This design comes from an exercise in tuning for small area, a short achievable clock period and few clock cycles on the open sky130 flow, not from production work. Where RTL was checked, it was by simulation tests only, not by an equivalence proof against the original. The RTL of run 1 was laid out without a check of its function. No activity file was given, so power comes from the tool's default toggle rates.

===== flow/run.sh =====
#!/bin/bash
# The standard layout (standard.sh: the standard flow's synthesis and ORFS flow, unchanged), with the
# ports buffered by the smallest buffer instead of the resizer's default pick; the resizer
# still upsizes or adds buffers where a port's load or timing needs it.
set -euo pipefail
bash standard.sh finish \
	'BUFFER_PORTS_ARGS=-buffer_cell sky130_fd_sc_hd__buf_1' \
	> make_finish.log 2>&1

===== standard.sh =====
#!/bin/bash
# synth_recipe.tcl (not shown) runs the flow's synth.tcl, then flattens the netlist and writes it again
# the make line also repeats each setting of config.mk as NAME=value (left out here)
make -C /OpenROAD-flow-scripts/flow DESIGN_CONFIG=/design/flow/config.mk WORK_HOME=/design/flow/orfs CLKGATE_MAP_FILE= SYNTH_SCRIPT=/design/flow/synth_recipe.tcl "${@:-finish}"

===== config.mk =====
export PLATFORM = sky130hd
export DESIGN_NAME = dark_pixel_centroid
export DESIGN_NICKNAME = dark_pixel_centroid
export VERILOG_FILES = /design/flow/design.v
export SDC_FILE = /design/flow/constraint.sdc
export NUM_CORES = 4
export LEC_CHECK = 0
export CAP_MARGIN = 20
export CORE_MARGIN = 2
export CORE_UTILIZATION = 40
export SETUP_SLACK_MARGIN = 2.7
export SLEW_MARGIN = 20

===== constraint.sdc =====
create_clock -name core_clock -period 5.0 [get_ports {clk}]
set_input_delay 1.0000 -clock core_clock [delete_from_list [all_inputs] [get_ports {clk}]]
set_output_delay 1.0000 -clock core_clock [all_outputs]
set_load 0.01 [all_outputs]

===== design.v =====
package dpc_pkg;
	localparam int PIX_W  = 8;
	localparam int DIM_W  = 9;
	localparam int CNT_W  = 17;
	localparam int SUM_W  = 24;
	localparam int CFG_IW = 3;
	localparam int CFG_DW = 17;
endpackage
module dark_pixel_centroid (
	input  logic        clk,
	input  logic        arst_n,
	input  logic        cfg_valid,
	output logic        cfg_ready,
	input  logic [2:0]  cfg_index,
	input  logic [16:0] cfg_data,
	input  logic        s_tvalid,
	output logic        s_tready,
	input  logic [7:0]  s_tdata,
	input  logic        s_tlast,
	output logic        m_tvalid,
	input  logic        m_tready,
	output logic [39:0] m_tdata,
	output logic        m_tuser
);
	logic [7:0]  cfg_wm1;                         
	logic [8:0]  cfg_xs1, cfg_xe1, cfg_ys1, cfg_ye1;   
	logic [7:0]  cfg_thr;
	logic [16:0] cfg_min, cfg_max;
	logic [8:0]  cfg_dec;
	assign cfg_ready = 1'b1;
	assign cfg_dec   = cfg_data[8:0] - 9'd1;
	always_ff @(posedge clk or negedge arst_n) begin
		if (!arst_n) begin
			cfg_wm1 <= 8'd95;
			cfg_thr <= 8'd85;
			cfg_xs1 <= 9'd9;
			cfg_xe1 <= 9'd85;
			cfg_ys1 <= 9'd9;
			cfg_ye1 <= 9'd85;
			cfg_min <= 17'd180;
			cfg_max <= 17'd3176;
		end else if (cfg_valid) begin
			case (cfg_index)
				3'd0: cfg_wm1 <= cfg_dec[8] ? {8{cfg_data[8]}} : cfg_dec[7:0];
				3'd1: cfg_thr <= cfg_data[7:0];
				3'd2: cfg_xs1 <= cfg_dec;
				3'd3: cfg_xe1 <= cfg_dec;
				3'd4: cfg_ys1 <= cfg_dec;
				3'd5: cfg_ye1 <= cfg_dec;
				3'd6: cfg_min <= cfg_data;
				3'd7: cfg_max <= cfg_data;
				default: ;
			endcase
		end
	end
	logic rdy_q, v0_q, div_q, vld_q, clr_q;
	logic last_q, w0_q;           
	logic lo_q, hi_q, swap_q, fin_q;
	logic clr, last;
	logic [7:0]  col_q, row_q;    
	logic        fs_q;            
	logic        xs_q, xe_q;      
	logic        ys_q, ye_q;      
	logic [16:0] cnt_q;           
	logic        full_q;          
	logic        nz_q, min_q, max_q;   
	logic [26:0] x_q;             
	logic [23:0] y_q;             
	logic        cx_q, cy_q;      
	logic        cd_q;            
	logic        found_q, nf_q;
	assign clr  = clr_q;
	assign last = last_q;
	logic       wrap, inc, eq_min, eq_max;
	logic       xs_d, xe_d, ys_d, ye_d;
	logic       xs_z, xe_z, ys_z, ye_z;
	logic [23:0] xa, ya;
	logic [8:0] sx_lo, sy_lo;
	logic [16:0] sx_hi, sy_hi;
	logic       force_x, force_y;
	assign wrap = col_q == cfg_wm1;
	assign xs_z = &cfg_xs1;
	assign xe_z = &cfg_xe1;
	assign ys_z = &cfg_ys1;
	assign ye_z = &cfg_ye1;
	always_comb begin
		xs_d = xs_q;
		xe_d = xe_q;
		ys_d = ys_q;
		ye_d = ye_q;
		if (clr || last || (fs_q && !v0_q)) begin
			xs_d = xs_z;
			xe_d = xe_z;
			ys_d = ys_z;
			ye_d = ye_z;
		end else if (v0_q) begin
			if (wrap) begin
				xs_d = xs_z;
				xe_d = xe_z;
				if (row_q != 8'hff) begin
					if ({1'b0, row_q} == cfg_ys1) ys_d = 1'b1;
					if ({1'b0, row_q} == cfg_ye1) ye_d = 1'b1;
				end
			end else begin
				if ({1'b0, col_q} == cfg_xs1) xs_d = 1'b1;
				if ({1'b0, col_q} == cfg_xe1) xe_d = 1'b1;
			end
		end
	end
	assign inc    = w0_q && !full_q;
	assign eq_min = cnt_q == cfg_min;
	assign eq_max = cnt_q == cfg_max;
	assign xa      = x_q[23:0] & {24{!clr}};
	assign ya      = y_q & {24{!clr}};
	assign sx_lo   = {1'b0, xa[7:0]} + {1'b0, col_q & {8{w0_q}}};
	assign sy_lo   = {1'b0, ya[7:0]} + {1'b0, row_q & {8{w0_q}}};
	assign sx_hi   = {1'b0, xa[23:8]} + {16'd0, cx_q && !clr};
	assign sy_hi   = {1'b0, ya[23:8]} + {16'd0, cy_q && !clr};
	assign force_x = sx_hi[16] || (fin_q && (x_q[8] || !found_q));
	assign force_y = sy_hi[16] || (fin_q && (y_q[8] || !found_q));
	logic [11:0] lo;
	logic [9:0]  hi;
	logic        neg, found;
	assign neg     = x_q[26];
	assign lo      = {1'b0, x_q[17:8], 1'b1} + {1'b0, cnt_q[9:0] ^ {10{!neg}}, !neg};
	assign hi      = {x_q[26:18], 1'b1} + {{2'b0, cnt_q[16:10]} ^ {9{!neg}}, cd_q};
	assign found = nz_q && (min_q || eq_min) && !max_q;
	always_ff @(posedge clk or negedge arst_n) begin
		if (!arst_n) begin
			rdy_q  <= 1'b0;
			v0_q   <= 1'b0;
			last_q <= 1'b0;
			div_q  <= 1'b0;
			vld_q  <= 1'b0;
			clr_q  <= 1'b1;
			lo_q   <= 1'b0;
			hi_q   <= 1'b0;
			swap_q <= 1'b0;
			fin_q  <= 1'b0;
		end else begin
			v0_q   <= s_tvalid && rdy_q;
			last_q <= s_tvalid && rdy_q && s_tlast;
			clr_q  <= vld_q && m_tready;
			if (clr_q)                     rdy_q <= 1'b1;
			else if (s_tvalid && s_tlast)  rdy_q <= 1'b0;
			if (last_q)        div_q <= 1'b1;
			else if (fin_q)    div_q <= 1'b0;
			if (fin_q)         vld_q <= 1'b1;
			else if (m_tready) vld_q <= 1'b0;
			lo_q   <= div_q && !col_q[0] && (col_q <= 8'd16 || (col_q >= 8'd20 && col_q <= 8'd36));
			hi_q   <= div_q &&  col_q[0] && (col_q <= 8'd17 || (col_q >= 8'd21 && col_q <= 8'd37));
			swap_q <= div_q && col_q == 8'd18;
			fin_q  <= div_q && col_q == 8'd38;
		end
	end
	always_ff @(posedge clk) begin
		w0_q    <= s_tvalid && rdy_q && (s_tdata < cfg_thr) && xs_d && !xe_d && ys_d && !ye_d;
		found_q <= found;
		nf_q    <= !found;
		xs_q <= xs_d;
		xe_q <= xe_d;
		ys_q <= ys_d;
		ye_q <= ye_d;
		if (clr || last) fs_q <= 1'b1;
		else if (v0_q)   fs_q <= 1'b0;
		if (clr || last) begin
			col_q <= '0;
			row_q <= '0;
		end else if (div_q) begin
			col_q <= col_q + 8'd1;
		end else if (v0_q) begin
			if (wrap) begin
				col_q <= '0;
				if (row_q != 8'hff) row_q <= row_q + 8'd1;
			end else begin
				col_q <= col_q + 8'd1;
			end
		end
		cnt_q <= (cnt_q & {17{!(clr || (fin_q && !found_q))}}) + {16'd0, inc};
		if (clr) begin
			full_q <= 1'b0;
			nz_q   <= 1'b0;
			min_q  <= 1'b0;
			max_q  <= 1'b0;
		end else if (inc) begin
			nz_q  <= 1'b1;
			if (cnt_q == 17'h1fffe) full_q <= 1'b1;
			if (eq_min) min_q <= 1'b1;
			if (eq_max) max_q <= 1'b1;
		end
		cx_q <= sx_lo[8];
		cy_q <= sy_lo[8];
		y_q  <= force_y ? 24'hffffff : {sy_hi[15:0], sy_lo[7:0]};
		if (swap_q) begin
			x_q      <= {3'b0, y_q};
			y_q[8:0] <= x_q[8:0];
		end else if (lo_q) begin
			x_q[17:8] <= lo[10:1];
			cd_q      <= lo[11];
		end else if (hi_q) begin
			x_q <= {hi[8:1], x_q[17:0], !hi[9]};
		end else begin
			x_q <= {3'b0, force_x ? 24'hffffff : {sx_hi[15:0], sx_lo[7:0]}};
		end
	end
	assign s_tready = rdy_q;
	assign m_tvalid = vld_q;
	assign m_tuser  = found_q;
	assign m_tdata  = {5'b0, cnt_q, nf_q, x_q[7:0], nf_q, y_q[7:0]};
endmodule

==> results.txt, run 1 <==
Max Slew Vio Count: 0
Synth unique cells: 82
Clock Pin Slew Worst Setup and Hold Paths: 0.08 ns
Placed Area: 0.0120 mm²
Die Y: 174 µm
Total power: 6.41 mW
Initial Util: 40.5%
Critical Path Start Type: register
Remaining DRCs: 0
Global Route Usage Sum: 20.4%
Antenna Violating Nets Remaining: 0
Synth Flop Type: dfxtp_1
Crit path setup slack, layout: 2.57 ns
Fmax: 411 MHz
Hold Slack: 0.492 ns
Yosys reg bits: 195
DRT met1 WL: 14.9 mm
Num rows: 62
Routed via count: 9072
Drt wl/cell: 18.1 µm
Placed Cells: 1619
PortBufs: 71
PD cells: 479 mW/mm²
Placement Setup Slack: 1.70 ns
Final wirelength: 30.6 mm
CTS sink cnt: 195
Fin crit share: 48.6%
H-tree Lvls: 4
TritonCTS buffer count: 17
Largest net degree at the start of global routing: 61
RSZ-0062 raised after global routing: true
Gr ovfl total: 0
CP endpoint kind: register
Clock Latency Late Sink: 0.46 ns
Number of global-route vias before repair: 8936
Clock tree buffer depth: 2
Initial antenna violation count: 0
Fill count: 2722
Share of synthesized registers carrying an async set or reset: 49.2%
Mapped Cells: 1253
Cell area after layout: 0.0134 mm²
Register area share after synthesis: 39.5%
Crit path max fanout: 7
DP HPWL: 21.1 mm
CTS tree: built
Final setup viols: 0
Final Hold Vio Count: 0
Antenna cells: 0
Final Util: 46.7%
Type of the worst min-delay path: reg2reg
Via density: 5.36
Total Nets Final: 1387
First-pass GRT wire length: 49.2 mm
Critical path class: reg2reg
Measured slew at the worst slew-check pin: 0.855 ns
Setup_tns: 0 ns
Leakage power: 5.29 nW
CP Data Required Time: 5.21 ns
Die width: 174 µm
Drt first-iter violations: 690
Die ar.: 0.0304 mm²
Top sig layer: met4
Min Tclk post-route: 2.43 ns
Core box area: 0.0286 mm²
TritonRoute pass-1 iters: 5
Ys Warns: 1
Synth Cell Area: 0.0116 mm²
Rel. slew slack: 43.0%
Status: no timing/DRC/antenna violations
Synth-to-layout area growth: 15.3%
Crit path DAT: 2.64 ns
WL met3: 1.38 mm
Max IR drop VDD: 260 µV
Met2 wire len: 13.8 mm
Setup Skew: 0.0134 ns
Fin cells: 1693
Ports: 78
Number of flops mapped to enable cells by yosys: 15
Max-cap viol count: 0
Clock Tree Root: clkbuf_16
Mean area per synthesized cell: 9.25 µm²
Layout cell share with drive strength beyond 1: 19.5%
Placer congestion estimate: 0.856
[cells in the mapped netlist, drive strengths merged, types with 3 or more instances]
| cell | n | area share, % |
|---|---|---|
| xnor2 | 104 | 7.9 |
| nand2 | 100 | 3.2 |
| o21ai | 87 | 3.8 |
| dfxtp | 84 | 15 |
| nor2 | 84 | 2.8 |
| dfrtp | 64 | 14 |
| clkbuf | 63 | 2.5 |
| xor2 | 58 | 4.4 |
| ha | 54 | 5.8 |
| a21oi | 51 | 2.2 |
| inv | 36 | 1.2 |
| nor2b | 36 | 1.9 |
| buf | 35 | 2.1 |
| mux2 | 35 | 3.4 |
| nand3 | 34 | 1.5 |
| dfstp | 32 | 7.3 |
| nor3 | 30 | 1.3 |
| nand4 | 27 | 1.6 |
| and2 | 24 | 1.3 |
| a21o | 19 | 1.2 |
| edfxtp | 15 | 3.9 |
| nor4 | 12 | 0.83 |
| or3 | 12 | 0.70 |
| a2bb2oi | 11 | 0.83 |
| nand2b | 11 | 0.59 |
| and3 | 10 | 0.55 |
| o211ai | 10 | 0.65 |
| a211oi | 9 | 0.58 |
| o21a | 8 | 0.52 |
| nand4b | 7 | 0.58 |
| a31oi | 6 | 0.32 |
| o22ai | 6 | 0.32 |
| and4 | 5 | 0.38 |
| nand3b | 5 | 0.32 |
| o221ai | 5 | 0.38 |
| o31ai | 5 | 0.37 |
| or2 | 4 | 0.22 |
| or3b | 4 | 0.30 |
| or4 | 4 | 0.29 |
| a211o | 3 | 0.23 |
| a41oi | 3 | 0.23 |
| fa | 3 | 0.52 |
| mux2i | 3 | 0.26 |
| nor3b | 3 | 0.19 |
| o31a | 3 | 0.24 |
[cells by family (layout without fill, tap and decap cells)]
kind of cell | Yosys count | after routing | share of synthesized area (%)
AND/OR/NAND/NOR | 419 | 419 | 19.1
multiplexers | 38 | 38 | 3.66
adder cells (fa/ha/maj) | 58 | 58 | 6.44
XOR/XNOR | 162 | 162 | 12.2
flip-flops | 195 | 195 | 39.5
other | 2 | 6 | 0.0648
AO/OA/AOI/OAI | 244 | 245 | 13.2
buffers and inverters | 135 | 186 | 5.78
[power breakdown]
part / internal [mW] / switching, mW
Clock: 0.685 / 0.734
Combinational: 1.14 / 1.22
Sequential: 2.05 / 0.580
[final timing paths]
check	to	slack, ns	start	depth (start not counted)
min in group asynchronous	cfg_ye1[7]	0.67	arst_n	1
max	x_q[6]	2.57	clr_q	9
min reg2reg	nz_q	0.49	nz_q	2
min	nz_q	0.49	nz_q	2
max in group asynchronous	cfg_max[5]	3.27	arst_n	2
max reg2reg	x_q[6]	2.57	clr_q	9
[sequential cells by signal, summed over array words and instances, names as in the netlist, 8 cells and up]
| signal | count |
|---|---|
| cfg_max | 17 |
| cfg_min | 17 |
| cfg_thr | 8 |
| cfg_wm1 | 8 |
| cfg_xe1 | 9 |
| cfg_xs1 | 9 |
| cfg_ye1 | 9 |
| cfg_ys1 | 9 |
| cnt_q | 17 |
| col_q | 8 |
| row_q | 8 |
| x_q | 27 |
| y_q | 24 |
[per-layer routing]
layer | up-vias | GRT usage [%]
li1 | 4434 | -
met2 | 221 | 31.6
met1 | 4384 | 29.0
met5 | - | 0
met3 | 33 | 3.57
met4 | 0 | 6.37
[critical path, stage by stage (launching register included)]
cell,delay [ns]
dfstp_4,0.72
buf_8,0.16
nor2b_1,0.06
ha_1,0.36
a21o_1,0.21
a21oi_2,0.18
o21ai_1,0.09
a211oi_1,0.23
o21ai_1,0.09
o311a_1,0.11
[cells in the final DEF, fill, tap and decap left out, drive strengths merged, types with 12 or more instances in the layout]
master / Yosys / layout
edfxtp: 15 / 15
nor3: 30 / 30
dfxtp: 84 / 84
and2: 24 / 24
nand4: 27 / 27
nor2: 84 / 84
xor2: 58 / 58
nor2b: 36 / 36
ha: 54 / 54
dfrtp: 64 / 64
xnor2: 104 / 104
dfstp: 32 / 32
a21oi: 51 / 51
clkbuf: 63 / 18
inv: 36 / 44
mux2: 35 / 35
nor4: 12 / 12
o21ai: 87 / 87
or3: 12 / 12
nand2: 100 / 100
buf: 35 / 116
nand3: 34 / 34
a21o: 19 / 19
[what timing repair did]
action,in CTS,in global routing
gates cloned,1,0
gates resized for setup,36,79
pin swaps,9,30
hold buffers,0,0
buffers inserted,21,20
endpoints found under the setup margin,120,90
[cell type report]
type	instances	area, µm²	share of cell area (%)
clock buffers	17	425	3.18
clock inverters	15	185	1.38
inverters	37	141	1.06
multi-input cells	928	6770	50.7
flip-flops and latches	195	4610	34.5
well taps	384	480	3.59
repair buffers	117	758	5.67
==> run 2, diff against run 1 <==
--- a/design.v
+++ b/design.v
@@ -75,5 +75,4 @@
 	logic       xs_d, xe_d, ys_d, ye_d;
 	logic       xs_z, xe_z, ys_z, ye_z;
-	logic [23:0] xa, ya;
 	logic [8:0] sx_lo, sy_lo;
 	logic [16:0] sx_hi, sy_hi;
@@ -111,12 +110,10 @@
 	assign eq_min = cnt_q == cfg_min;
 	assign eq_max = cnt_q == cfg_max;
-	assign xa      = x_q[23:0] & {24{!clr}};
-	assign ya      = y_q & {24{!clr}};
-	assign sx_lo   = {1'b0, xa[7:0]} + {1'b0, col_q & {8{w0_q}}};
-	assign sy_lo   = {1'b0, ya[7:0]} + {1'b0, row_q & {8{w0_q}}};
-	assign sx_hi   = {1'b0, xa[23:8]} + {16'd0, cx_q && !clr};
-	assign sy_hi   = {1'b0, ya[23:8]} + {16'd0, cy_q && !clr};
-	assign force_x = sx_hi[16] || (fin_q && (x_q[8] || !found_q));
-	assign force_y = sy_hi[16] || (fin_q && (y_q[8] || !found_q));
+	assign sx_lo   = {1'b0, x_q[7:0]} + {1'b0, col_q & {8{w0_q}}};
+	assign sy_lo   = {1'b0, y_q[7:0]} + {1'b0, row_q & {8{w0_q}}};
+	assign sx_hi   = {1'b0, x_q[23:8]} + {16'd0, cx_q};
+	assign sy_hi   = {1'b0, y_q[23:8]} + {16'd0, cy_q};
+	assign force_x = (cx_q && x_q[23:8] == 16'hffff) || (fin_q && (x_q[8] || !found_q));
+	assign force_y = (cy_q && y_q[23:8] == 16'hffff) || (fin_q && (y_q[8] || !found_q));
 	logic [11:0] lo;
 	logic [9:0]  hi;
@@ -177,5 +174,5 @@
 			end
 		end
-		cnt_q <= (cnt_q & {17{!(clr || (fin_q && !found_q))}}) + {16'd0, inc};
+		cnt_q <= (clr || (fin_q && !found_q)) ? 17'd0 : cnt_q + {16'd0, inc};
 		if (clr) begin
 			full_q <= 1'b0;
@@ -189,8 +186,10 @@
 			if (eq_max) max_q <= 1'b1;
 		end
-		cx_q <= sx_lo[8];
-		cy_q <= sy_lo[8];
-		y_q  <= force_y ? 24'hffffff : {sy_hi[15:0], sy_lo[7:0]};
-		if (swap_q) begin
+		cx_q <= sx_lo[8] && !clr;
+		cy_q <= sy_lo[8] && !clr;
+		y_q  <= clr ? 24'd0 : force_y ? 24'hffffff : {sy_hi[15:0], sy_lo[7:0]};
+		if (clr) begin
+			x_q <= '0;
+		end else if (swap_q) begin
 			x_q      <= {3'b0, y_q};
 			y_q[8:0] <= x_q[8:0];
==> run.sh (new file) <==
#!/bin/bash
# synth_recipe.tcl (not shown) runs the flow's synth.tcl, then flattens the netlist and writes it again
# the make line also repeats each setting of config.mk as NAME=value (left out here)
make -C /OpenROAD-flow-scripts/flow DESIGN_CONFIG=/design/flow/config.mk WORK_HOME=/design/flow/orfs CLKGATE_MAP_FILE= SYNTH_SCRIPT=/design/flow/synth_recipe.tcl finish
removed: flow/run.sh
removed: standard.sh
==> run 2 against run 1 <==
Clock power is 7% higher; non-clock buffer count shrank 5; via count increased by 1.9%; clock skew grew 0.0024 ns; sequential power decreased by 6%; clock-buffer cell count unchanged.
==> results.txt, run 2 <==
Die width: 173 µm
Hold Slack: 0.468 ns
Yosys reg bits: 195
Initial antenna violation count: 0
Final Hold Vio Count: 0
Synth Cell Area: 0.0115 mm²
Total power: 6.53 mW
Hold Path Stages: 2
Placed Cells: 1643
Layout cell share with drive strength beyond 1: 19.4%
Largest regs: x_q: 27 flops, y_q: 24 flops
CP top delay family: simple AND/OR/NAND/NOR gates
Antenna cells: 0
Setup_tns: 0 ns
PortBufs: 71
Crit path max fanout: 15
Max IR drop VDD: 245 µV
CTS sink cnt: 195
Clock Pin Slew Worst Setup and Hold Paths: 0.09 ns
Register area share after synthesis: 38.7%
Num rows: 61
Cell area after layout: 0.0136 mm²
Rel. slew slack: 35.5%
Measured slew at the worst slew-check pin: 0.963 ns
Max reg flops: 27
Ports: 78
Crit path buf inv count: 1
Critical Path Source: cfg_valid
Critical path class: in2reg
Worst hold path endpoint: x_q[24]
PD cells: 478 mW/mm²
Die Y: 173 µm
CTS tree: built
Drt wl/cell: 17.5 µm
Placer congestion estimate: 0.858
Total Nets Final: 1413
Clock tree buffer depth: 2
RSZ-0062 raised after global routing: true
Most frequent cells in the layout: nand2_1 (111), xnor2_1 (97), nor2_1 (82)
Max Slew Vio Count: 0
Switching power: 2.54 mW
Fin crit share: 47.2%
CP Data Required Time: 5.39 ns
Synth unique cells: 73
Most used standard cell by instance count after synthesis: nand2_1
Hold-fix buffers, CTS: 0
Mapped Cells: 1283
CP peak stage delay: 0.59 ns
Largest net degree at the start of global routing: 79
Global Route Usage Sum: 19.9%
Crit path cell chain: clkdlybuf4s50_1, nor2b_1, and3b_2, mux2_2
Clk network pwr share: 23.3%
Number of flops mapped to enable cells by yosys: 1
Share of synthesized registers carrying an async set or reset: 49.2%
Most area-consuming cells after synthesis: dfxtp_1 (17%), dfrtp_1 (14%), xnor2_1 (7.9%)
Reg2Reg Launch Point: cnt_q[2]
Initial Util: 40.9%
Max-cap viol count: 0
Reg2Reg Depth: 9
Synth Flop Type: dfxtp_1
Setup Skew: 0.0158 ns
Clock Latency Late Sink: 0.46 ns
Routed via count: 9248
Sequential Power Share: 38.0%
Comb pwr share: 38.7%
Via density: 5.40
Critical Path Start Type: input pin
Commonest non-fill, non-tap cell in the layout: nand2_1
TritonRoute pass-1 iters: 4
Yosys top cell by area: dfxtp_1
Largest Register: x_q
CP max-delay cell: clkdlybuf4s50_1
First-pass GRT wire length: 48.3 mm
Worst reg-to-reg setup slack: 2.70 ns
Synth top cells by count: nand2_1 (114), xnor2_1 (103), dfxtp_1 (98)
Type of the worst min-delay path: reg2reg
Placed Area: 0.0122 mm²
Core box area: 0.0280 mm²
Fmax: 424 MHz
Reg2reg end: cd_q
Leakage power: 5.64 nW
Mean area per synthesized cell: 8.93 µm²
Gr ovfl total: 0
Final setup viols: 0
Ys Warns: 1
DP HPWL: 21.2 mm
Synth-to-layout area growth: 19.1%
Yosys top cell area share: 17.1%
CP endpoint kind: register
Internal Pwr Total: 3.98 mW
Hold Crit Start: x_q[24]
Sw Ratio: 39.0%
Remaining DRCs: 0
Clock Tree Root: clkbuf_16
Die ar.: 0.0300 mm²
Min Tclk post-route: 2.36 ns
TritonCTS buffer count: 17
Status: no timing/DRC/antenna violations
Fin cells: 1713
H-tree Lvls: 4
Crit path DAT: 2.75 ns
Final wirelength: 30.0 mm
Antenna Violating Nets Remaining: 0
Number of global-route vias before repair: 8866
Drt first-iter violations: 522
-- run 2: cell families after synthesis --
group | after synthesis | share of synthesized area (%)
AOI/OAI and AO/OA | 273 | 15.0
xor gates and xnor gates | 161 | 12.3
adders and majority gates | 57 | 6.42
buffers and inverters | 150 | 5.87
DFF | 195 | 38.7
muxes | 39 | 3.77
other | 2 | 0.0655
and+or+nand+nor | 406 | 17.8
-- run 2: worst max path at each step --
stage,end,slack (ns),cells past startpoint
final,cfg_thr[0],2.64,4
after global routing,cfg_thr[0],2.58,4
after CTS,x_q[0],2.60,9
after detailed placement,cfg_ys1[8],1.52,7
after global placement,cfg_ys1[8],1.57,7
after floorplan,cfg_ys1[8],2.37,7
-- run 2: repair_timing --
| item | in CTS | in global routing |
|---|---|---|
| buffers inserted | 25 | 12 |
| endpoints found under the setup margin | 144 | 64 |
| gates cloned | 0 | 1 |
| pin swaps | 18 | 36 |
| gates resized for setup | 158 | 52 |
-- run 2: tightest hold or removal path, delay by kind of cell, from the launching register on --
kind / cells / cell delay [ns]
DFF: 1 / 0.34
AOI/OAI and AO/OA: 1 / 0.05
and+or+nand+nor: 1 / 0.05
-- run 2: area by class of cell --
cell class,instances,area [µm²]
timing repair buffer,112,1040
inverter,53,199
tap,378,473
fill,2662,14400
clock buffer,17,425
clock inverter,15,234
multi-input combinational,943,6740
sequential,195,4540
-- run 2: per-layer routing --
metal  track usage, %  vias to the layer above  routed length (µm)
li1                 -                     4546                   -
met1             27.6                     4449               14400
met2             32.3                      209               13800
met3             3.36                       44                1280
met4             5.12                        0                 558
met5                0                        -                   0
-- run 2: metrics by stage --
stage	worst slack [ns]	utilization [%]
4_1_cts	2.60	47.5
3_5_place_dp	1.52	43.7
3_3_place_gp	1.57	43.7
2_1_floorplan	2.37	-
5_1_grt	2.58	48.7
6_report	2.64	48.7
-- run 2: power by group through the flow --
stage | logic, mW | registers, mW | clock network [mW]
floorplan | 1.94 | 2.23 | 0
global placement | 2.22 | 2.50 | 0
detailed placement | 2.27 | 2.50 | 0
CTS | 2.36 | 2.47 | 1.55
global route | 2.82 | 2.54 | 1.61
finish | 2.52 | 2.48 | 1.52
Testbench counts of run 2, summed over its fixed seeds: cycles 111,092.
==> run 3, diff against run 2 <==
--- a/config.mk
+++ b/config.mk
@@ -9,4 +9,5 @@
 export CORE_MARGIN = 2
 export CORE_UTILIZATION = 40
-export SETUP_SLACK_MARGIN = 2.7
+export SETUP_SLACK_MARGIN = 3.0
 export SLEW_MARGIN = 20
+export TNS_END_PERCENT = 5
==> run 3 against run 2 <==
First-iteration DRC count shrank 3.4%; sequential cell count is the same; non-clock buffer count shrank 1; setup slack lost 0.047 ns; die area is the same; critical path depth shrank 3; clock-buffer cell count is the same; critical endpoint is now m_tdata[33]; largest cell class unchanged; highest routed layer unchanged.
==> results.txt, run 3 <==
Drt first-iter violations: 504
Register area share after synthesis: 38.7%
Setup_tns: 0 ns
Antenna Violating Nets Remaining: 0
Remaining DRCs: 0
Synth Cell Area: 0.0115 mm²
PortBufs: 71
Max reg flops: 27
Number of global-route vias before repair: 8643
Placer congestion estimate: 0.867
Max IR drop VDD: 237 µV
Hold Crit Start: x_q[25]
CP max-delay cell: clkdlybuf4s50_1
Fin cells: 1713
Global Route Usage Sum: 19.7%
Crit path setup slack, layout: 2.59 ns
Clock tree buffer depth: 2
Initial antenna violation count: 0
CP Data Required Time: 4.00 ns
GRT met2 Usage: 31.3%
FF/Latch Area: 0.00453 mm²
Clock Pin Slew Worst Setup and Hold Paths: 0.09 ns
Final Util: 48.4%
Crit path cell chain: clkdlybuf4s50_1
Reg2Reg Depth: 9
Area of the multi-input gates: 0.00665 mm²
Number of flops mapped to enable cells by yosys: 1
Rel. slew slack: 33.3%
Met1 Resource Use GR: 27.7%
Hold Path Stages: 2
Internal Pwr Total: 3.88 mW
Core box area: 0.0280 mm²
Synth Flop Type: dfxtp_1
Final setup viols: 0
CP top delay family: buffers and inverters
Mapped Cells: 1283
Largest net degree at the start of global routing: 59
Leakage power: 5.61 nW
Via density: 5.37
Synth top cells by count: nand2_1 (114), xnor2_1 (103), dfxtp_1 (98)
Critical Path Start Type: register
Switching power: 2.45 mW
Num rows: 61
H-tree Lvls: 4
Ports: 78
Placement Setup Slack: 1.48 ns
Measured slew at the worst slew-check pin: 0.997 ns
CTS tree: built
Sequential Power Share: 38.8%
Drt wl/cell: 17.4 µm
Cell area after layout: 0.0136 mm²
Synth-to-layout area growth: 18.2%
Most frequent cells in the layout: nand2_1 (113), xnor2_1 (97), nor2_1 (83)
Clock Latency Late Sink: 0.45 ns
Crit path max fanout: 6
GR Util met3: 3.62%
Total Nets Final: 1413
Yosys top cell area share: 17.1%
Reg2Reg Launch Point: x_q[26]
Sw Ratio: 38.7%
Layout cell share with drive strength beyond 1: 18.2%
Synth unique cells: 73
Max Slew Vio Count: 0
TritonRoute pass-1 iters: 6
Gr ovfl total: 0
Hold-fix buffers, CTS: 0
PD cells: 467 mW/mm²
Hold Slack: 0.483 ns
CTS sink cnt: 195
Die Y: 173 µm
Critical path class: reg2out
Setup Skew: 0.0167 ns
Routed via count: 9192
Fin crit share: 48.2%
Type of the worst min-delay path: reg2reg
Most used standard cell by instance count after synthesis: nand2_1
Final Hold Vio Count: 0
RSZ-0062 raised after global routing: true
Antenna cells: 0
Crit path buf inv count: 1
Worst hold path endpoint: x_q[25]
Yosys top cell by area: dfxtp_1
Most area-consuming cells after synthesis: dfxtp_1 (17%), dfrtp_1 (14%), xnor2_1 (7.9%)
Ys Warns: 1
Placed Cells: 1643
Fill count: 2670
TritonCTS buffer count: 17
Comb pwr share: 38.6%
CP peak stage delay: 0.55 ns
Total power: 6.33 mW
CP endpoint kind: primary output
Die width: 173 µm
Reg2reg end: cd_q
Placed Area: 0.0123 mm²
Min Tclk post-route: 2.41 ns
Share of synthesized registers carrying an async set or reset: 49.2%
Worst reg-to-reg setup slack: 2.66 ns
Status: no timing/DRC/antenna violations
Crit path DAT: 1.41 ns
Die ar.: 0.0300 mm²
Fmax: 415 MHz
Largest regs: x_q: 27 flops, y_q: 24 flops
Clock Tree Root: clkbuf_16
Clk network pwr share: 22.6%
Mean area per synthesized cell: 8.93 µm²
Commonest non-fill, non-tap cell in the layout: nand2_1
DP HPWL: 21.1 mm
First-pass GRT wire length: 47.6 mm
Final wirelength: 29.8 mm
Max-cap viol count: 0
Largest Register: x_q
Initial Util: 40.9%
Yosys reg bits: 195
Gr busiest metal: met2
==> run 3: layer usage <==
metal	wire (µm)	share of wire, %	up-vias
met4	386	1.3	0
met3	1300	4.4	26
li1	-	-	4553
met2	13900	47	188
met5	0	0	-
met1	14100	47	4425
==> run 3: how the worst max path moves through the flow <==
stage / startpoint / to / slack (ns) / depth (start not counted)
2_1_floorplan: cfg_data[0] / cfg_ys1[8] / 2.35 / 9
3_3_place_gp: cfg_data[2] / cfg_ys1[8] / 1.50 / 7
3_5_place_dp: cfg_data[2] / cfg_ys1[8] / 1.48 / 7
4_1_cts: cnt_q[11] / m_tdata[29] / 2.34 / 1
5_1_grt: row_q[3] / y_q[7] / 2.55 / 7
6_report: cnt_q[15] / m_tdata[33] / 2.59 / 1
==> run 3: layout make-up <==
type                    instances  area share, %
clock buffers                  17           3.14
clock inverters                15           1.40
inverters                      53           1.47
multi-input cells             944           49.1
flip-flops and latches        195           33.4
well taps                     378           3.49
repair buffers                111           7.99
==> run 3: cell families (layout without fill, tap and decap cells) <==
kind of cell,Yosys count,in the layout,share of synthesized area [%]
compound gates,273,274,15.0
xor+xnor,161,161,12.3
fa+ha+maj,57,57,6.42
buf+inv,150,196,5.87
flops,195,195,38.7
mux,39,39,3.77
other cells,2,6,0.0655
simple gates,406,407,17.8
==> run 3: what timing repair did <==
item | CTS | global route
gates resized for setup | 58 | 84
cloned | 1 | 1
hold endpoints to repair | 0 | 0
endpoints found under the setup margin | 191 | 177
buffers inserted | 8 | 28
pin swaps | 9 | 7
==> run 3: power groups by stage <==
stage,sequential [mW],combinational [mW],clock [mW]
global route,2.53,2.73,1.51
floorplan,2.24,2.00,0
finish,2.46,2.44,1.43
global placement,2.50,2.29,0
detailed placement,2.50,2.32,0
CTS,2.47,2.35,1.45
==> run 4, diff against run 3 <==
==> flow/run.sh (new file) <==
#!/bin/bash
# The standard layout (standard.sh: the standard flow's synthesis and ORFS flow, unchanged), with the
# ports buffered by the smallest buffer instead of the resizer's default pick; the resizer
# still upsizes or adds buffers where a port's load or timing needs it.
set -euo pipefail
bash standard.sh finish \
	'BUFFER_PORTS_ARGS=-buffer_cell sky130_fd_sc_hd__buf_1' \
	> make_finish.log 2>&1
==> standard.sh (new file) <==
#!/bin/bash
# synth_recipe.tcl (not shown) runs the flow's synth.tcl, then flattens the netlist and writes it again
# the make line also repeats each setting of config.mk as NAME=value (left out here)
make -C /OpenROAD-flow-scripts/flow DESIGN_CONFIG=/design/flow/config.mk WORK_HOME=/design/flow/orfs CLKGATE_MAP_FILE= SYNTH_SCRIPT=/design/flow/synth_recipe.tcl "${@:-finish}"
--- a/config.mk
+++ b/config.mk
@@ -9,5 +9,4 @@
 export CORE_MARGIN = 2
 export CORE_UTILIZATION = 40
-export SETUP_SLACK_MARGIN = 3.0
+export SETUP_SLACK_MARGIN = 2.85
 export SLEW_MARGIN = 20
-export TNS_END_PERCENT = 5
removed: run.sh
==> run 4 against run 3 <==
Still clean; sequential cell count is the same; total power grew 4.0%; sequential share of layout area grew 0.20 points.
==> results.txt, run 4 <==
Mean area per synthesized cell: 8.93 µm²
Final wirelength: 30.8 mm
CTS tree: built
Hold-fix buffers, CTS: 0
Drt wl/cell: 18.0 µm
Core box area: 0.0280 mm²
Max-cap viol count: 0
Area of the multi-input gates: 0.00696 mm²
Cell area after layout: 0.0134 mm²
PortBufs: 71
Number of global-route vias before repair: 8703
Type of the worst min-delay path: reg2reg
Max Slew Vio Count: 0
Final setup viols: 0
RSZ-0062 raised after global routing: true
Die width: 173 µm
Final Hold Vio Count: 0
Ports: 78
Via density: 5.44
Clock Tree Root: clkbuf_16
Fin crit share: 47.4%
Global Route Usage Sum: 19.8%
Crit path DAT: 2.67 ns
Max reg flops: 27
Critical path class: in2reg
TritonRoute pass-1 iters: 5
Yosys reg bits: 195
Mapped Cells: 1283
First-pass GRT wire length: 47.9 mm
CP top delay family: simple AND/OR/NAND/NOR gates
Number of flops mapped to enable cells by yosys: 1
Remaining DRCs: 0
Max IR drop VDD: 192 µV
Rel. slew slack: 31.2%
Commonest non-fill, non-tap cell in the layout: nand2_1
Fill count: 2675
Gr ovfl total: 0
Initial antenna violation count: 0
Min Tclk post-route: 2.37 ns
CP peak stage delay: 0.41 ns
CP max-delay cell: or3_4
CP endpoint kind: register
Layout cell share with drive strength beyond 1: 20.7%
Routed via count: 9332
Measured slew at the worst slew-check pin: 1.03 ns
Initial Util: 40.9%
Synth-to-layout area growth: 17.0%
Setup_tns: 0 ns
Yosys top cell area share: 17.1%
TritonCTS buffer count: 17
FF/Latch Area: 0.00451 mm²
Register area share after synthesis: 38.7%
Die ar.: 0.0300 mm²
Status: no timing/DRC/antenna violations
CTS sink cnt: 195
Synth Cell Area: 0.0115 mm²
Drt first-iter violations: 683
Setup Skew: 0.0149 ns
Most used standard cell by instance count after synthesis: nand2_1
Synth top cells by count: nand2_1 (114), xnor2_1 (103), dfxtp_1 (98)
CP Data Required Time: 5.30 ns
Most frequent cells in the layout: nand2_1 (112), xnor2_1 (94), nor2_1 (82)
Clock Latency Late Sink: 0.45 ns
Clock tree buffer depth: 2
DP HPWL: 21.0 mm
Crit path buf inv count: 2
Fmax: 422 MHz
Largest Register: x_q
Placed Area: 0.0118 mm²
Largest regs: x_q: 27 flops, y_q: 24 flops
Share of synthesized registers carrying an async set or reset: 49.2%
Clock Pin Slew Worst Setup and Hold Paths: 0.08 ns
H-tree Lvls: 4
Largest net degree at the start of global routing: 67
Most area-consuming cells after synthesis: dfxtp_1 (17%), dfrtp_1 (14%), xnor2_1 (7.9%)
Synth Flop Type: dfxtp_1
Num rows: 61
Crit path max fanout: 4
Antenna cells: 0
Die Y: 173 µm
Placer congestion estimate: 0.863
Yosys top cell by area: dfxtp_1
Total Nets Final: 1414
Ys Warns: 1
Synth unique cells: 73
Cell with the most instances on the worst path: or3_4
Crit path cell chain: buf_8, or3_4, or3b_4, or3_4, buf_12, nor2_4, o31ai_2
Critical Path Start Type: input pin
PD cells: 491 mW/mm²
Leakage power: 5.31 nW
Antenna Violating Nets Remaining: 0
==> run 4: per-layer routing <==
| metal | track usage [%] | wire (µm) |
|---|---|---|
| met3 | 2.72 | 1010 |
| met1 | 28.3 | 14900 |
| met5 | 0 | 0 |
| met2 | 31.4 | 14400 |
| met4 | 5.47 | 447 |
==> run 4: kinds of logic (layout without fill, tap and decap cells) <==
| group | after synthesis | count (layout) | share of synthesized area [%] |
|---|---|---|---|
| AO/OA/AOI/OAI | 273 | 274 | 15.0 |
| XOR/XNOR | 161 | 161 | 12.3 |
| adder cells (fa/ha/maj) | 57 | 57 | 6.42 |
| buffers and inverters | 150 | 198 | 5.87 |
| flip-flops | 195 | 195 | 38.7 |
| multiplexers | 39 | 39 | 3.77 |
| other | 2 | 6 | 0.0655 |
| AND/OR/NAND/NOR | 406 | 406 | 17.8 |
==> run 4: power breakdown <==
group	internal, mW	switching (mW)
combinational	1.36	1.35
clock	0.677	0.713
sequential	1.97	0.515
==> run 4: worst reg2reg max path, cell delays in order, from the launching register on <==
cell and delay [ns]:
dfxtp_4 0.37, buf_12 0.14, xnor2_2 0.13, ha_1 0.34
and4_1 0.24, a221o_1 0.32, a21o_1 0.19, a21o_1 0.19
a21o_1 0.18
==> run 4: area by class of cell <==
type,count,area share (%)
clock buffers,19,3.23
repair buffers,112,4.98
flip-flops and latches,195,33.6
clock inverters,13,1.17
inverters,53,1.51
well taps,378,3.53
repair inverters,1,0.0373
multi-input cells,943,51.9
==> run 4: worst paths after layout <==
check / startpoint / end / slack, ns / cells after the start
setup reg to reg: x_q[26] / cd_q / 2.66 / 8
hold reg to reg: x_q[24] / x_q[24] / 0.47 / 2
min in group asynchronous: arst_n / cfg_ye1[3] / 0.71 / 1
max in group asynchronous: arst_n / cfg_wm1[3] / 3.27 / 2
setup / recovery: cfg_data[4] / cfg_wm1[5] / 2.63 / 7
hold / removal: x_q[24] / x_q[24] / 0.47 / 2
==> run 4: metrics by stage <==
step                setup slack [ns]  std cells  hold WS [ns]  util (%)  total power, mW
global route                    2.59       1714         0.493      47.9             7.01
finish                          2.63       1714         0.472      47.9             6.59
detailed placement              1.91       1643         0.461      42.2             4.68
floorplan                       2.37       1287         0.432         -             4.19
global placement                1.93       1642         0.448      42.2             4.64
CTS                             2.63       1691         0.480      45.8             6.30
==> run 4: timing repair <==
| item | 4_1_cts | 5_1_grt |
|---|---|---|
| setup endpoints to repair | 83 | 59 |
| pin swaps | 24 | 55 |
| cloned | 1 | 1 |
| setup buffers | 15 | 22 |
| resized for setup | 91 | 81 |
==> run 5, diff against run 4 <==
--- a/config.mk
+++ b/config.mk
@@ -9,4 +9,4 @@
 export CORE_MARGIN = 2
 export CORE_UTILIZATION = 40
-export SETUP_SLACK_MARGIN = 2.85
+export SETUP_SLACK_MARGIN = 2.7
 export SLEW_MARGIN = 20
==> run 5 against run 4 <==
Still clean; clock power hardly changed; core utilization is 2.0 points lower; critical path depth stayed put; fmax is 0.42% lower; first-iteration DRC count is 0.73% lower; routed wire length is 5.2% lower; sequential share of layout area is 1.3 points higher; sequential cell count stayed put; cell count is 1.1% lower; clock-buffer cell count stayed put; highest routed layer unchanged.
==> results.txt, run 5 <==
Initial Util: 40.9%
Sequential Power Share: 40.6%
Internal Pwr Total: 3.74 mW
Number of global-route vias before repair: 8725
Total Nets Final: 1395
Critical path class: in2reg
TritonCTS buffer count: 17
GR Util met3: 2.81%
Remaining DRCs: 0
Core box area: 0.0280 mm²
Most area-consuming cells after synthesis: dfxtp_1 (17%), dfrtp_1 (14%), xnor2_1 (7.9%)
RSZ-0062 raised after global routing: true
Placement Setup Slack: 1.91 ns
Largest net degree at the start of global routing: 73
Gr ovfl total: 0
H-tree Lvls: 4
First-pass GRT wire length: 47.5 mm
Measured slew at the worst slew-check pin: 0.982 ns
Mapped Cells: 1283
GRT met2 Usage: 30.3%
Synth unique cells: 73
CTS sink cnt: 195
CP Data Required Time: 5.30 ns
Area of the multi-input gates: 0.00660 mm²
Antenna cells: 0
Global Route Usage Sum: 19.5%
Worst reg-to-reg setup slack: 2.72 ns
Clk network pwr share: 22.2%
Comb pwr share: 37.2%
Crit path DAT: 2.68 ns
Synth Flop Type: dfxtp_1
Synth-to-layout area growth: 12.0%
Status: no timing/DRC/antenna violations
Max IR drop VDD: 191 µV
Largest regs: x_q: 27 flops, y_q: 24 flops
Layout cell share with drive strength beyond 1: 15.6%
Min Tclk post-route: 2.38 ns
Clock tree buffer depth: 2
Fill count: 2757
CTS tree: built
Final wirelength: 29.2 mm
Routed via count: 9092
Clock Tree Root: clkbuf_16
Via density: 5.36
Type of the worst min-delay path: reg2reg
Crit path setup slack, layout: 2.62 ns
Antenna Violating Nets Remaining: 0
Gr busiest metal: met2
Yosys reg bits: 195
Die width: 173 µm
Final Hold Vio Count: 0
DP HPWL: 21.2 mm
Max Slew Vio Count: 0
Die ar.: 0.0300 mm²
Mean area per synthesized cell: 8.93 µm²
Hold Slack: 0.471 ns
Setup Skew: 0.0139 ns
Drt first-iter violations: 678
Critical Path Start Type: input pin
Number of flops mapped to enable cells by yosys: 1
TritonRoute pass-1 iters: 6
Synth Cell Area: 0.0115 mm²
Most used standard cell by instance count after synthesis: nand2_1
Ports: 78
Placer congestion estimate: 0.841
Largest Register: x_q
Fin crit share: 47.6%
Clock Pin Slew Worst Setup and Hold Paths: 0.07 ns
Met1 Resource Use GR: 27.9%
Clock Latency Late Sink: 0.44 ns
Max-cap viol count: 0
Synth top cells by count: nand2_1 (114), xnor2_1 (103), dfxtp_1 (98)
Initial antenna violation count: 0
Crit path max fanout: 7
Sw Ratio: 38.8%
Drt wl/cell: 17.2 µm
CP endpoint kind: register
Die Y: 173 µm
Commonest non-fill, non-tap cell in the layout: nand2_1
Final setup viols: 0
Ys Warns: 1
Share of synthesized registers carrying an async set or reset: 49.2%
Leakage power: 5.14 nW
Yosys top cell by area: dfxtp_1
Setup_tns: 0 ns
Total power: 6.10 mW
Register area share after synthesis: 38.7%
Switching power: 2.37 mW
PortBufs: 71
Fmax: 420 MHz
Num rows: 61
Yosys top cell area share: 17.1%
FF/Latch Area: 0.00448 mm²
Most frequent cells in the layout: nand2_1 (113), xnor2_1 (101), nor2_1 (83)
PD cells: 476 mW/mm²
Max reg flops: 27
Rel. slew slack: 34.3%
[run 5: metrics by stage]
step,cell area [µm²],instances,util [%]
2_1_floorplan,11500,1287,-
3_3_place_gp,11800,1643,42.1
3_5_place_dp,11800,1644,42.1
4_1_cts,12500,1683,44.8
5_1_grt,12800,1695,45.8
6_report,12800,1695,45.8
[run 5: cell type report]
| class | instances | area share [%] |
|---|---|---|
| Clock buffer | 19 | 3.45 |
| Clock inverter | 13 | 1.09 |
| Tap cell | 378 | 3.68 |
| Multi-Input combinational cell | 943 | 51.4 |
| Timing Repair Buffer | 94 | 3.93 |
| Sequential cell | 195 | 34.9 |
| Inverter | 53 | 1.55 |
[run 5: worst paths after layout]
path	start	end	cells past startpoint
setup reg to reg	x_q[26]	cd_q	8
setup / recovery	cfg_data[4]	cfg_ye1[8]	7
min in group asynchronous	arst_n	cfg_ye1[3]	1
hold reg to reg	x_q[24]	x_q[24]	2
hold / removal	x_q[24]	x_q[24]	2
max in group asynchronous	arst_n	cfg_wm1[1]	2
[run 5: metal layers]
metal,wire [µm],share of wire (%)
met1,14400,49
met2,13200,45
met3,940,3.2
met4,635,2.2
met5,0,0
[run 5: logic make-up after synthesis]
kind of cell             Yosys count  synth area share, %
adder cells (fa/ha/maj)           57                 6.42
XOR/XNOR                         161                 12.3
flip-flops                       195                 38.7
multiplexers                      39                 3.77
other                              2               0.0655
AO/OA/AOI/OAI                    273                 15.0
buffers and inverters            150                 5.87
AND/OR/NAND/NOR                  406                 17.8
[run 5: power groups by stage]
stage	logic (mW)	clock network, mW	registers (mW)
2_1_floorplan	1.94	0	2.23
3_3_place_gp	2.12	0	2.49
3_5_place_dp	2.17	0	2.50
4_1_cts	2.22	1.38	2.47
5_1_grt	2.56	1.45	2.54
6_report	2.27	1.36	2.48
[run 5: timing repair]
| action | CTS | global route |
|---|---|---|
| setup buffers | 7 | 10 |
| hold buffers | 0 | 0 |
| pin swaps | 5 | 20 |
| endpoints found under the setup margin | 66 | 44 |
| hold endpoints to repair | 0 | 0 |
| gates resized for setup | 43 | 53 |
| gates cloned | 0 | 2 |
[run 5: worst max-delay path, stage by stage]
cell,delay [ns]
buf_8,0.11
or3_4,0.37
or3b_4,0.39
or3_4,0.44
nand2_4,0.10
nor2b_4,0.19
o21ai_1,0.08
==> run 6, diff against run 5 <==
--- a/config.mk
+++ b/config.mk
@@ -9,4 +9,5 @@
 export CORE_MARGIN = 2
 export CORE_UTILIZATION = 40
+export CTS_BUF_LIST = sky130_fd_sc_hd__clkbuf_8 sky130_fd_sc_hd__clkbuf_16
 export SETUP_SLACK_MARGIN = 2.7
 export SLEW_MARGIN = 20
==> run 6 against run 5 <==
Synthesized cell count did not move; cell area did not move; cell count did not move; register-to-register slack barely moved; routed wire length barely moved; first-iteration DRC count fell by 0.44%; sequential power barely moved; critical endpoint unchanged.
==> results.txt, run 6 <==
Total Nets Final: 1395
Antenna cells: 0
Routed via count: 9098
TritonRoute pass-1 iters: 5
First-pass GRT wire length: 47.5 mm
Max IR drop VDD: 191 µV
Die width: 173 µm
PD cells: 475 mW/mm²
Crit path max fanout: 7
Critical Path Source: cfg_data[4]
Type of the worst min-delay path: reg2reg
Crit path cell chain: buf_8, or3_4, or3b_4, or3_4, nand2_4, nor2b_4, o21ai_1
Sw Ratio: 38.8%
Register area share after synthesis: 38.7%
Fill count: 2757
Ys Warns: 1
Synth unique cells: 73
Layout cell share with drive strength beyond 1: 15.6%
CP peak stage delay: 0.44 ns
Min Tclk post-route: 2.38 ns
Reg2Reg Launch Point: x_q[26]
Number of flops mapped to enable cells by yosys: 1
Number of global-route vias before repair: 8725
Status: no timing/DRC/antenna violations
Hold Slack: 0.474 ns
Most frequent cells in the layout: nand2_1 (113), xnor2_1 (101), nor2_1 (83)
Hold Crit Start: max_q
Ports: 78
Yosys top cell area share: 17.1%
Crit path buf inv count: 1
Measured slew at the worst slew-check pin: 0.979 ns
Hold-fix buffers, CTS: 0
CP max-delay cell: or3_4
CTS sink cnt: 195
Cell with the most instances on the worst path: or3_4
Yosys top cell by area: dfxtp_1
Crit path setup slack, layout: 2.62 ns
Gr ovfl total: 0
Final setup viols: 0
TritonCTS buffer count: 17
Initial Util: 40.9%
Remaining DRCs: 0
Drt first-iter violations: 675
Crit path DAT: 2.68 ns
Largest net degree at the start of global routing: 73
RSZ-0062 raised after global routing: true
Switching power: 2.37 mW
Mean area per synthesized cell: 8.93 µm²
Critical path class: in2reg
Clock tree buffer depth: 2
Global Route Usage Sum: 19.5%
PortBufs: 71
Mapped Cells: 1283
Setup Skew: 0.0135 ns
Placer congestion estimate: 0.841
Max Slew Vio Count: 0
Synth-to-layout area growth: 12.0%
Core box area: 0.0280 mm²
Rel. slew slack: 34.5%
Sequential Power Share: 40.6%
Largest Register: x_q
DP HPWL: 21.2 mm
Most used standard cell by instance count after synthesis: nand2_1
Synth Flop Type: dfxtp_1
Initial antenna violation count: 0
Clock Tree Root: clkbuf_16
Num rows: 61
Placement Setup Slack: 1.91 ns
Via density: 5.37
Clk network pwr share: 22.2%
Fmax: 420 MHz
Max reg flops: 27
Yosys reg bits: 195
Final Util: 45.8%
Antenna Violating Nets Remaining: 0
Placed Cells: 1644
Largest regs: x_q: 27 flops, y_q: 24 flops
Setup_tns: 0 ns
Final Hold Vio Count: 0
FF/Latch Area: 0.00448 mm²
Synth top cells by count: nand2_1 (114), xnor2_1 (103), dfxtp_1 (98)
Commonest non-fill, non-tap cell in the layout: nand2_1
Clock Latency Late Sink: 0.44 ns
Fin cells: 1695
Drt wl/cell: 17.2 µm
Final wirelength: 29.2 mm
Area of the multi-input gates: 0.00660 mm²
CTS tree: built
Most area-consuming cells after synthesis: dfxtp_1 (17%), dfrtp_1 (14%), xnor2_1 (7.9%)
Fin crit share: 47.7%
Leakage power: 5.15 nW
CP Data Required Time: 5.30 ns
H-tree Lvls: 4
CP top delay family: simple AND/OR/NAND/NOR gates
Die ar.: 0.0300 mm²
Internal Pwr Total: 3.73 mW
Critical Path Start Type: input pin
CP endpoint kind: register
Comb pwr share: 37.2%
Synth Cell Area: 0.0115 mm²
Clock Pin Slew Worst Setup and Hold Paths: 0.07 ns
Die Y: 173 µm
Max-cap viol count: 0
Share of synthesized registers carrying an async set or reset: 49.2%
## run 6: cell type report
class	instances	share of cell area, %
clock buffers	18	3.42
flip-flops and latches	195	34.9
well taps	378	3.68
clock inverters	14	1.12
inverters	53	1.55
repair buffers	94	3.93
multi-input cells	943	51.4
## run 6: cell families (layout without fill, tap and decap cells)
family / after synthesis / in the layout / share of synthesized area, %
other: 2 / 6 / 0.0655
AOI/OAI and AO/OA: 273 / 274 / 15.0
xor gates and xnor gates: 161 / 161 / 12.3
muxes: 39 / 39 / 3.77
and+or+nand+nor: 406 / 406 / 17.8
adders and majority gates: 57 / 57 / 6.42
DFF: 195 / 195 / 38.7
buffers and inverters: 150 / 179 / 5.87
## run 6: worst register-to-register path: stages, from the launching register on
cell,delay (ns)
dfxtp_4,0.41
xnor2_1,0.15
ha_1,0.36
a21oi_1,0.17
nand2_1,0.07
a221o_1,0.36
a21o_1,0.19
a21o_1,0.18
a21o_1,0.16
## run 6: worst paths after layout
kind | endpoint | slack [ns] | depth (start not counted)
min in group asynchronous | cfg_ye1[3] | 0.68 | 1
setup reg to reg | cd_q | 2.72 | 8
setup / recovery | cfg_ye1[8] | 2.62 | 7
max in group asynchronous | cfg_wm1[1] | 3.38 | 2
hold reg to reg | max_q | 0.47 | 2
hold / removal | max_q | 0.47 | 2
## run 6: power groups by stage
stage	logic, mW	clock network (mW)	registers (mW)
floorplan	1.94	0	2.23
global placement	2.12	0	2.49
detailed placement	2.17	0	2.50
CTS	2.22	1.38	2.47
global route	2.56	1.44	2.54
finish	2.27	1.36	2.48
## run 6: what timing repair did
action                     CTS  global route
setup endpoints to repair   66            44
buffers inserted             7            10
pin swaps                    5            20
resized for setup           43            53
cloned                       0             2
## run 6: per-stage QoR
step / total power [mW] / instance area, µm²
2_1_floorplan: 4.18 / 11500
3_3_place_gp: 4.62 / 11800
3_5_place_dp: 4.67 / 11800
4_1_cts: 6.07 / 12500
5_1_grt: 6.55 / 12800
6_report: 6.10 / 12800
## run 6: metal layers
metal	track usage (%)	share of wire, %	wire [µm]	vias to the layer above
met1	27.9	49	14400	4348
met3	2.81	3.4	1010	37
met2	30.3	45	13200	206
met4	6.21	2.1	621	0
li1	-	-	-	4507
met5	0	0	0	-
==> run 7, diff against run 6 <==
--- a/config.mk
+++ b/config.mk
@@ -9,5 +9,5 @@
 export CORE_MARGIN = 2
 export CORE_UTILIZATION = 40
-export CTS_BUF_LIST = sky130_fd_sc_hd__clkbuf_8 sky130_fd_sc_hd__clkbuf_16
+export CTS_BUF_LIST = sky130_fd_sc_hd__clkbuf_8
 export SETUP_SLACK_MARGIN = 2.7
 export SLEW_MARGIN = 20
==> run 7 against run 6 <==
Sequential power about the same; non-clock buffer count decreased by 3; global-route usage decreased by 0.12 points; routed wire length decreased by 0.78%; first-iteration DRC count decreased by 0.89%; worst hold slack improved by 0.0071 ns; total power decreased by 5.5%; clock skew increased by 0.0048 ns.
==> results.txt, run 7 <==
Ys Warns: 1
Die ar.: 0.0300 mm²
Hold-fix buffers, CTS: 0
Most area-consuming cells after synthesis: dfxtp_1 (17%), dfrtp_1 (14%), xnor2_1 (7.9%)
Antenna cells: 0
Total Nets Final: 1392
WP depth: 7
Routed via count: 9059
Rel. slew slack: 34.0%
Num rows: 61
Synth top cells by count: nand2_1 (114), xnor2_1 (103), dfxtp_1 (98)
Setup Skew: 0.0182 ns
Yosys top cell area share: 17.1%
Mean area per synthesized cell: 8.93 µm²
Synth Cell Area: 0.0115 mm²
PD cells: 458 mW/mm²
Hold Path Stages: 2
Synth Flop Type: dfxtp_1
Placer congestion estimate: 0.841
Yosys top cell by area: dfxtp_1
Number of global-route vias before repair: 8712
Largest regs: x_q: 27 flops, y_q: 24 flops
Min Tclk post-route: 2.32 ns
Synth-to-layout area growth: 9.86%
Global Route Usage Sum: 19.4%
Fin crit share: 46.4%
Antenna Violating Nets Remaining: 0
Reg2Reg Depth: 8
Layout cell share with drive strength beyond 1: 15.2%
Worst hold path endpoint: nz_q
Drt wl/cell: 17.1 µm
Die width: 173 µm
Register area share after synthesis: 38.7%
Final setup viols: 0
Status: no timing/DRC/antenna violations
Yosys reg bits: 195
Fmax: 431 MHz
Max reg flops: 27
CP Data Required Time: 5.34 ns
Remaining DRCs: 0
Cell with the most instances on the worst path: or3_4
CP endpoint kind: register
Max IR drop VDD: 191 µV
Most used standard cell by instance count after synthesis: nand2_1
CP peak stage delay: 0.43 ns
Crit path cell chain: buf_8, or3_4, or3b_4, or3_4, nand2_4, nor2b_4, o21ai_1
Clock tree buffer depth: 2
Clock Latency Late Sink: 0.47 ns
Critical path class: in2reg
Initial Util: 40.9%
Hold Crit Start: nz_q
CTS sink cnt: 195
CP max-delay cell: or3_4
Worst reg-to-reg setup slack: 2.72 ns
Largest net degree at the start of global routing: 73
Via density: 5.35
Reg2Reg Launch Point: x_q[26]
Final Util: 44.9%
Synth unique cells: 73
Number of flops mapped to enable cells by yosys: 1
Ports: 78
Measured slew at the worst slew-check pin: 0.986 ns
CP top delay family: simple AND/OR/NAND/NOR gates
Leakage power: 5.03 nW
TritonCTS buffer count: 17
Final wirelength: 28.9 mm
CTS tree: built
Mapped Cells: 1283
Share of synthesized registers carrying an async set or reset: 49.2%
First-pass GRT wire length: 47.2 mm
Largest Register: x_q
Drt first-iter violations: 669
Initial antenna violation count: 0
PortBufs: 71
Reg2reg end: cd_q
Crit path DAT: 2.66 ns
Crit path max fanout: 8
Clock Tree Root: clkbuf_8
H-tree Lvls: 4
Critical Path Source: cfg_data[4]
Die Y: 173 µm
Final Hold Vio Count: 0
RSZ-0062 raised after global routing: true
Core box area: 0.0280 mm²
Clock Pin Slew Worst Setup and Hold Paths: 0.11 ns
Max Slew Vio Count: 0
Max-cap viol count: 0
Most frequent cells in the layout: nand2_1 (114), xnor2_1 (101), nor2_1 (82)
TritonRoute pass-1 iters: 6
Setup_tns: 0 ns
DP HPWL: 21.2 mm
Commonest non-fill, non-tap cell in the layout: nand2_1
Crit path buf inv count: 1
Gr ovfl total: 0
Critical Path Start Type: input pin
Type of the worst min-delay path: reg2reg
## run 7: worst reg2reg max path, delay by kind of cell (launching register included)
| kind | cells | cell delay (ns) |
|---|---|---|
| adders and majority gates | 1 | 0.36 |
| xor gates and xnor gates | 1 | 0.15 |
| and+or+nand+nor | 1 | 0.07 |
| DFF | 1 | 0.42 |
| AOI/OAI and AO/OA | 5 | 1.05 |
## run 7: final cells by class
| cell class | count | area (µm²) |
|---|---|---|
| Timing Repair Buffer | 91 | 488 |
| Fill cell | 2776 | 15400 |
| Clock buffer | 18 | 248 |
| Clock inverter | 14 | 144 |
| Tap cell | 378 | 473 |
| Sequential cell | 195 | 4480 |
| Multi-Input combinational cell | 943 | 6560 |
| Inverter | 53 | 199 |
## run 7: what timing repair did
action | CTS | global route
hold endpoints to repair | 0 | 0
gates cloned | 0 | 2
setup buffers | 6 | 8
gates resized for setup | 48 | 43
pin swaps | 6 | 11
setup endpoints to repair | 63 | 63
## run 7: how the worst max path moves through the flow
stage                             to  slack [ns]
final                     cfg_ye1[8]        2.68
after global routing          x_q[7]        2.61
after CTS                 cfg_ye1[8]        2.66
after detailed placement  cfg_ys1[8]        1.91
after global placement    cfg_ys1[8]        1.95
after floorplan           cfg_ys1[8]        2.37
## run 7: logic make-up after synthesis
group	share of synthesized area, %
adders and majority gates	6.42
muxes	3.77
and+or+nand+nor	17.8
xor gates and xnor gates	12.3
AOI/OAI and AO/OA	15.0
DFF	38.7
buffers and inverters	5.87
other	0.0655
## run 7: report_power, final
part           switching (mW)  total [mW]  internal, mW
clock                   0.633        1.02         0.385
sequential              0.507        2.47          1.97
combinational            1.19        2.28          1.09
total                    2.33        5.77          3.44
## run 7: per-layer routing
layer	share of wire (%)	track usage [%]	wire length, µm	vias to the layer above
met2	45	30.1	13000	215
met1	49	27.7	14300	4312
met4	2.2	5.47	628	0
met3	3.6	3.25	1060	38
met5	0	0	0	-
li1	-	-	-	4494
## run 7: stage by stage
step | power [mW] | instance area (µm²) | std cells | worst slack (ns) | hold slack (ns)
floorplan | 4.18 | 11500 | 1287 | 2.37 | 0.432
global placement | 4.62 | 11800 | 1643 | 1.95 | 0.454
detailed placement | 4.67 | 11800 | 1644 | 1.91 | 0.458
CTS | 5.73 | 12400 | 1682 | 2.66 | 0.483
global route | 6.21 | 12600 | 1692 | 2.61 | 0.491
finish | 5.77 | 12600 | 1692 | 2.68 | 0.481
==> run 8, diff against run 7 <==
--- a/config.mk
+++ b/config.mk
@@ -10,4 +10,5 @@
 export CORE_UTILIZATION = 40
 export CTS_BUF_LIST = sky130_fd_sc_hd__clkbuf_8
+export CTS_CLUSTER_DIAMETER = 30
 export SETUP_SLACK_MARGIN = 2.7
 export SLEW_MARGIN = 20
==> run 8 against run 7 <==
Total power unchanged; via count unchanged; synthesized cell count unchanged; area after synthesis unchanged; die area stayed put; fmax stayed put; first-iteration DRC count unchanged; clock power about the same; worst hold slack did not move; clock skew unchanged; sequential power about the same; critical path type unchanged; highest routed layer unchanged.
==> results.txt, run 8 <==
Status: no timing/DRC/antenna violations
TritonRoute pass-1 iters: 6
Rel. slew slack: 34.0%
Remaining DRCs: 0
Gr ovfl total: 0
Synth Area in XOR/XNOR: 12.3%
Antenna cells: 0
Total Nets Final: 1392
Number of flops mapped to enable cells by yosys: 1
Register area share after synthesis: 38.7%
Yosys reg bits: 195
Initial Util: 40.9%
Die Y: 173 µm
FF/Latch Area: 0.00448 mm²
Most used standard cell by instance count after synthesis: nand2_1
PD cells: 458 mW/mm²
Setup_tns: 0 ns
Measured slew at the worst slew-check pin: 0.986 ns
Max IR drop VDD: 191 µV
Commonest non-fill, non-tap cell in the layout: nand2_1
Fin crit share: 46.4%
Clock Latency Late Sink: 0.47 ns
Max reg flops: 27
Critical path class: in2reg
CP Data Required Time: 5.34 ns
Simple-Gate Fraction of Synth Area: 17.8%
Placement Setup Slack: 1.91 ns
Yosys top cell by area: dfxtp_1
Largest Register: x_q
Final setup viols: 0
CTS tree: built
Max-cap viol count: 0
Setup Skew: 0.0182 ns
Type of the worst min-delay path: reg2reg
TritonCTS buffer count: 17
Routed via count: 9059
Most area-consuming cells after synthesis: dfxtp_1 (17%), dfrtp_1 (14%), xnor2_1 (7.9%)
CP endpoint kind: register
Synth Flop Type: dfxtp_1
Fmax: 431 MHz
Synth-to-layout area growth: 9.86%
Critical Path Start Type: input pin
Worst reg-to-reg setup slack: 2.72 ns
Die width: 173 µm
Final wirelength: 28.9 mm
Mapped Cells: 1283
Via density: 5.35
Synth unique cells: 73
Initial antenna violation count: 0
Die ar.: 0.0300 mm²
Drt first-iter violations: 669
Fill count: 2776
Global Route Usage Sum: 19.4%
DP HPWL: 21.2 mm
Clock tree buffer depth: 2
Placer congestion estimate: 0.841
First-pass GRT wire length: 47.2 mm
Mean area per synthesized cell: 8.93 µm²
Final Hold Vio Count: 0
Largest net degree at the start of global routing: 73
Most frequent cells in the layout: nand2_1 (114), xnor2_1 (101), nor2_1 (82)
Ports: 78
PortBufs: 71
Ys Warns: 1
Core box area: 0.0280 mm²
Synth top cells by count: nand2_1 (114), xnor2_1 (103), dfxtp_1 (98)
Number of global-route vias before repair: 8712
Crit path setup slack, layout: 2.68 ns
Synth Area in Adders: 6.42%
Min Tclk post-route: 2.32 ns
Leakage power: 5.03 nW
Synth Area in Compound Gates: 15.0%
RSZ-0062 raised after global routing: true
Yosys top cell area share: 17.1%
Share of synthesized registers carrying an async set or reset: 49.2%
Hold-fix buffers, CTS: 0
CTS sink cnt: 195
Largest regs: x_q: 27 flops, y_q: 24 flops
Crit path max fanout: 8
Main combinational cell family by area after synthesis: simple AND/OR/NAND/NOR gates
H-tree Lvls: 4
Crit path DAT: 2.66 ns
Area of the multi-input gates: 0.00656 mm²
Num rows: 61
Synth Cell Area: 0.0115 mm²
Mux cell area share after synthesis: 3.77%
Clock Tree Root: clkbuf_8
Layout cell share with drive strength beyond 1: 15.2%
Drt wl/cell: 17.1 µm
Antenna Violating Nets Remaining: 0
Max Slew Vio Count: 0
Clock Pin Slew Worst Setup and Hold Paths: 0.11 ns
run 8: cell counts after synthesis:
No cell type changed its count.
run 8: final timing paths:
path,to,cells after the start,from
max,cfg_ye1[8],7,cfg_data[4]
min,nz_q,2,nz_q
max reg2reg,cd_q,8,x_q[26]
min reg2reg,nz_q,2,nz_q
max in group asynchronous,cfg_wm1[1],2,arst_n
min in group asynchronous,cfg_ye1[3],1,arst_n
run 8: worst max-delay path: stages:
cell     delay (ns)
buf_8          0.11
or3_4          0.37
or3b_4         0.39
or3_4          0.43
nand2_4        0.10
nor2b_4        0.20
o21ai_1        0.07
run 8: per-layer routing:
metal | routed length (µm) | part of all wire (%) | GRT usage, %
met5 | 0 | 0 | 0
met4 | 628 | 2.2 | 5.47
met3 | 1060 | 3.6 | 3.25
met2 | 13000 | 45 | 30.1
met1 | 14300 | 49 | 27.7
run 8: power by group:
part / total (mW) / switching, mW / internal [mW]
clock: 1.02 / 0.633 / 0.385
combinational: 2.28 / 1.19 / 1.09
sequential: 2.47 / 0.507 / 1.97
total: 5.77 / 2.33 / 3.44
run 8: final cells by class:
cell class | instances | share of cell area [%]
inverters | 53 | 1.58
repair buffers | 91 | 3.88
flip-flops and latches | 195 | 35.6
multi-input cells | 943 | 52.1
clock inverters | 14 | 1.14
well taps | 378 | 3.76
clock buffers | 18 | 1.97
run 8: per-stage QoR:
| step | hold WS, ns | total power [mW] | cell area, µm² | cells | util, % |
|---|---|---|---|---|---|
| 6_report | 0.481 | 5.77 | 12600 | 1692 | 44.9 |
| 5_1_grt | 0.491 | 6.21 | 12600 | 1692 | 44.9 |
| 4_1_cts | 0.483 | 5.73 | 12400 | 1682 | 44.1 |
| 3_5_place_dp | 0.458 | 4.67 | 11800 | 1644 | 42.1 |
| 3_3_place_gp | 0.454 | 4.62 | 11800 | 1643 | 42.1 |
| 2_1_floorplan | 0.432 | 4.18 | 11500 | 1287 | - |
run 8: timing repair:
action / 4_1_cts / 5_1_grt
hold endpoints to repair: 0 / 0
resized for setup: 48 / 43
setup endpoints to repair: 63 / 63
buffers inserted: 6 / 8
gates cloned: 0 / 2
pin swaps: 6 / 11
run 8: logic make-up (layout without fill, tap and decap cells):
family | Yosys count | after routing
AO/OA/AOI/OAI | 273 | 274
buffers and inverters | 150 | 176
other | 2 | 6
multiplexers | 39 | 39
flip-flops | 195 | 195
AND/OR/NAND/NOR | 406 | 406
XOR/XNOR | 161 | 161
adder cells (fa/ha/maj) | 57 | 57

static timing again, ports no longer ideal:
In the flow no input, the clock included, has a driving cell. The finished layouts below were timed again as built, in two steps. Step 1, drivers: a clkbuf_16 drives clk and a buf_2 each remaining input, both assumed. Step 2 moves the port delays by t, midway between the first and last clock arrival at a register: inputs arrive t later, outputs are due t later. That takes back most of the time a late clock gives input paths. Three values: no drivers, after step 1, after step 2; two values: the first two.
run	t, ns	setup WS [ns]	worst slew at a driven data input, ns
run 1	0.495	2.568 / 2.568 / 2.220	0.05
run 2	0.499	2.639 / 2.663 / 2.164	0.05
run 3	0.492	2.592 / 2.541 / 2.115	0.05
run 4	0.489	2.629 / 2.639 / 2.149	0.06
run 5	0.479	2.619 / 2.625 / 2.146	0.06
run 6	0.478	2.616 / 2.623 / 2.145	0.06
run 7	0.510	2.681 / 2.683 / 2.173	0.06
run 8	0.510	2.681 / 2.683 / 2.173	0.06
After both steps setup and hold are still met in every run listed.
